This is an optimization exercise on Yosys and OpenROAD, whose aim is small area, not a production implementation.
Where RTL was checked, it was by simulation tests only, not by an equivalence proof against the original.
No activity file was given, so power comes from the tool's default toggle rates.

lane 1:
## sccb_responder
module sccb_responder #(
  parameter logic [6:0] DEV_ID   = SCCB_DEV_ID,
  parameter int         FILT_LEN = 4
) (
  input  logic       i_clk,
  input  logic       i_rst,
  input  logic       i_SCL,
  input  logic       i_SDA,
  output logic       o_SDA_oe,
  output logic       o_wr_valid,
  output logic [7:0] o_wr_addr,
  output logic [7:0] o_wr_data,
  input  logic [7:0] i_dbg_addr,
  output logic [7:0] o_dbg_data,
  output logic       o_busy,
  output logic       o_err
);
Size: ~4,100 cells after synthesis, ~40 I/O pins.
==> module sccb_line_filter, before the edit <==
module sccb_line_filter #(
  parameter int FILT_LEN = 4
) (
  input  logic i_clk,
  input  logic i_rst,
  input  logic i_line,
  output logic o_level,
  output logic o_rise,
  output logic o_fall
);
  localparam int CW = (FILT_LEN > 2) ? $clog2(FILT_LEN) : 1;
  logic [1:0]    sync_q;
  logic [CW-1:0] cnt_q, cnt_d;
  logic          level_q, level_d;
  logic          rise_q, rise_d;
  logic          fall_q, fall_d;
  always_comb begin
    cnt_d   = '0;
    level_d = level_q;
    rise_d  = 1'b0;
    fall_d  = 1'b0;
    if (sync_q[1] != level_q) begin
      if (cnt_q == CW'(FILT_LEN - 1)) begin
        level_d = sync_q[1];
        rise_d  = sync_q[1];
        fall_d  = ~sync_q[1];
      end else begin
        cnt_d = cnt_q + CW'(1);
      end
    end
  end
  always_ff @(posedge i_clk or posedge i_rst) begin
    if (i_rst) begin
      sync_q  <= 2'b11;
      cnt_q   <= '0;
      level_q <= 1'b1;
      rise_q  <= 1'b0;
      fall_q  <= 1'b0;
    end else begin
      sync_q  <= {sync_q[0], i_line};
      cnt_q   <= cnt_d;
      level_q <= level_d;
      rise_q  <= rise_d;
      fall_q  <= fall_d;
    end
  end
  assign o_level = level_q;
  assign o_rise  = rise_q;
  assign o_fall  = fall_q;
endmodule
clock: 10.0 ns
lec_check: 0
cap_margin: 20
core_margin: 2
core_utilization: 40
slew_margin: 20
synth_hierarchical: 1
standard.sh (not shown) runs the stock make flow with config.mk's settings and CLKGATE_MAP_FILE= SYNTH_SCRIPT=/design/flow/synth_recipe.tcl, a recipe that flattens the netlist after the stock synthesis.
==> flow/flow/run.sh <==
#!/bin/bash
# Standard synthesis, then every combinational cell downsized to the
# smallest of its family, then the standard layout with a clock tree built
# without dummy loads and with small port buffers.
set -euo pipefail
RES="$PWD/orfs/results/${FLOW_PLATFORM}/sccb_responder/base"

bash standard.sh synth > synth.log 2>&1

RESULTS_DIR="$RES" openroad -no_init -exit flow/downsize.tcl > downsize.log 2>&1

export CTS_ARGS="-sink_clustering_enable -repair_clock_nets -dont_use_dummy_load -buf_list sky130_fd_sc_hd__clkbuf_8 -sink_clustering_size 18 -sink_clustering_max_diameter 45"
export BUFFER_PORTS_ARGS="-buffer_cell sky130_fd_sc_hd__buf_1"
bash standard.sh finish > layout.log 2>&1
==> flow/flow/downsize.tcl <==
# Swap every combinational cell of the synthesized netlist for the smallest
# cell of its family (same function and pins, lowest drive strength).
# Registers keep their cells. Later repair steps size up what timing,
# slew or capacitance need.
set results $::env(RESULTS_DIR)
read_db $results/1_synth.odb

# The platform's don't-use cells (lpflow_*, probe_*) have an extra "_" in
# their names, so the family pattern below never matches them.
set dont_use {}
if { [info exists ::env(DONT_USE_CELLS)] } { set dont_use [split $::env(DONT_USE_CELLS)] }
set db [ord::get_db]
set block [ord::get_db_block]

set fam_best [dict create]
foreach lib [$db getLibs] {
  foreach m [$lib getMasters] {
    set n [$m getName]
    if { [lsearch -exact $dont_use $n] >= 0 } { continue }
    if { ![regexp {^(sky130_fd_sc_hd__[a-z0-9]+)_([0-9]+)$} $n -> fam drive] } { continue }
    set a [expr { [$m getWidth] * [$m getHeight] }]
    if { ![dict exists $fam_best $fam] || $a < [lindex [dict get $fam_best $fam] 1] } {
      dict set fam_best $fam [list $m $a]
    }
  }
}

set swapped 0
set saved 0
foreach inst [$block getInsts] {
  set m [$inst getMaster]
  set n [$m getName]
  if { ![regexp {^(sky130_fd_sc_hd__[a-z0-9]+)_([0-9]+)$} $n -> fam drive] } { continue }
  # leave flip-flops, latches and clock cells alone
  if { [regexp {__(df|edf|sdf|dl|sdl|clk|conb|tap|fill|decap)} $n] } { continue }
  if { ![dict exists $fam_best $fam] } { continue }
  lassign [dict get $fam_best $fam] best a
  set cur [expr { [$m getWidth] * [$m getHeight] }]
  if { $a < $cur } {
    if { [$inst swapMaster $best] } {
      incr swapped
      set saved [expr { $saved + $cur - $a }]
    }
  }
}
puts "downsize: swapped $swapped cells, saved [expr { $saved / 1.0e6 }] um^2"
write_db $results/1_synth.odb
What lane 2 does differently from lane 1 at the input level:
--- a/flow/design.v
+++ b/flow/design.v
@@ -33,9 +33,9 @@
   output logic o_level,
   output logic o_rise,
   output logic o_fall
 );
-  localparam int CW = (FILT_LEN > 2) ? $clog2(FILT_LEN) : 1;
+  localparam int CW = (FILT_LEN <= 2) ? 1 : (FILT_LEN <= 4) ? 2 : (FILT_LEN <= 8) ? 3 : 4;
   logic [1:0]    sync_q;
   logic [CW-1:0] cnt_q, cnt_d;
   logic          level_q, level_d;
   logic          rise_q, rise_d;
--- outcome ---
Remaining number of nets flagged by the antenna check after routing: lane 1 vs lane 2, no meaningful difference. Comparing lane 1 against lane 2, there is no change at all in final-report max-slew violation count. Between lane 2 and lane 1, the difference in power dissipated in sequential cells is negligible. Diff lane 1..lane 2 | post-CTS setup-driven buffer insertion count | unchanged. Going from lane 1 to lane 2, effective utilization at floorplan saw little to no change; share of the clock period used by the worst path saw little to no change; wire length of the first global-routing pass saw little to no change. All-layer global routing usage: lane 2 vs lane 1 identical. Worst slack after detailed placement: lane 2 vs lane 1 identical. From lane 1 to lane 2, post-route non-filler standard cell count did not move at all.
No functional check of the RTL was part of lane 1.

-- separate check: timing with driven ports --
The flow's constraints put no driver on any port. The routed layouts listed below were extracted and timed again, unchanged, in two steps. Step 1 assumes that a clkbuf_16 drives the clock port and a buf_2 every other input. Step 2 adds t to the input delays and takes it off the output delays; t is the mean of the earliest and latest rising clock arrival at the registers after step 1. Input paths then give back, and output paths get back, about the clock's delay inside the block. Slacks: ideal / step 1 / step 2; pairs: ideal / step 1.
run | shift t [ns] | setup slack, ns | hold slack, ns | worst data-port slew with drivers (ns)
lane 1 | 0.924 | 4.071 / 4.126 / 3.202 | 0.273 / 0.273 / 0.273 | 0.03
lane 2 | 0.924 | 4.071 / 4.126 / 3.202 | 0.273 / 0.273 / 0.273 | 0.03
After both steps every run listed still meets setup and hold.
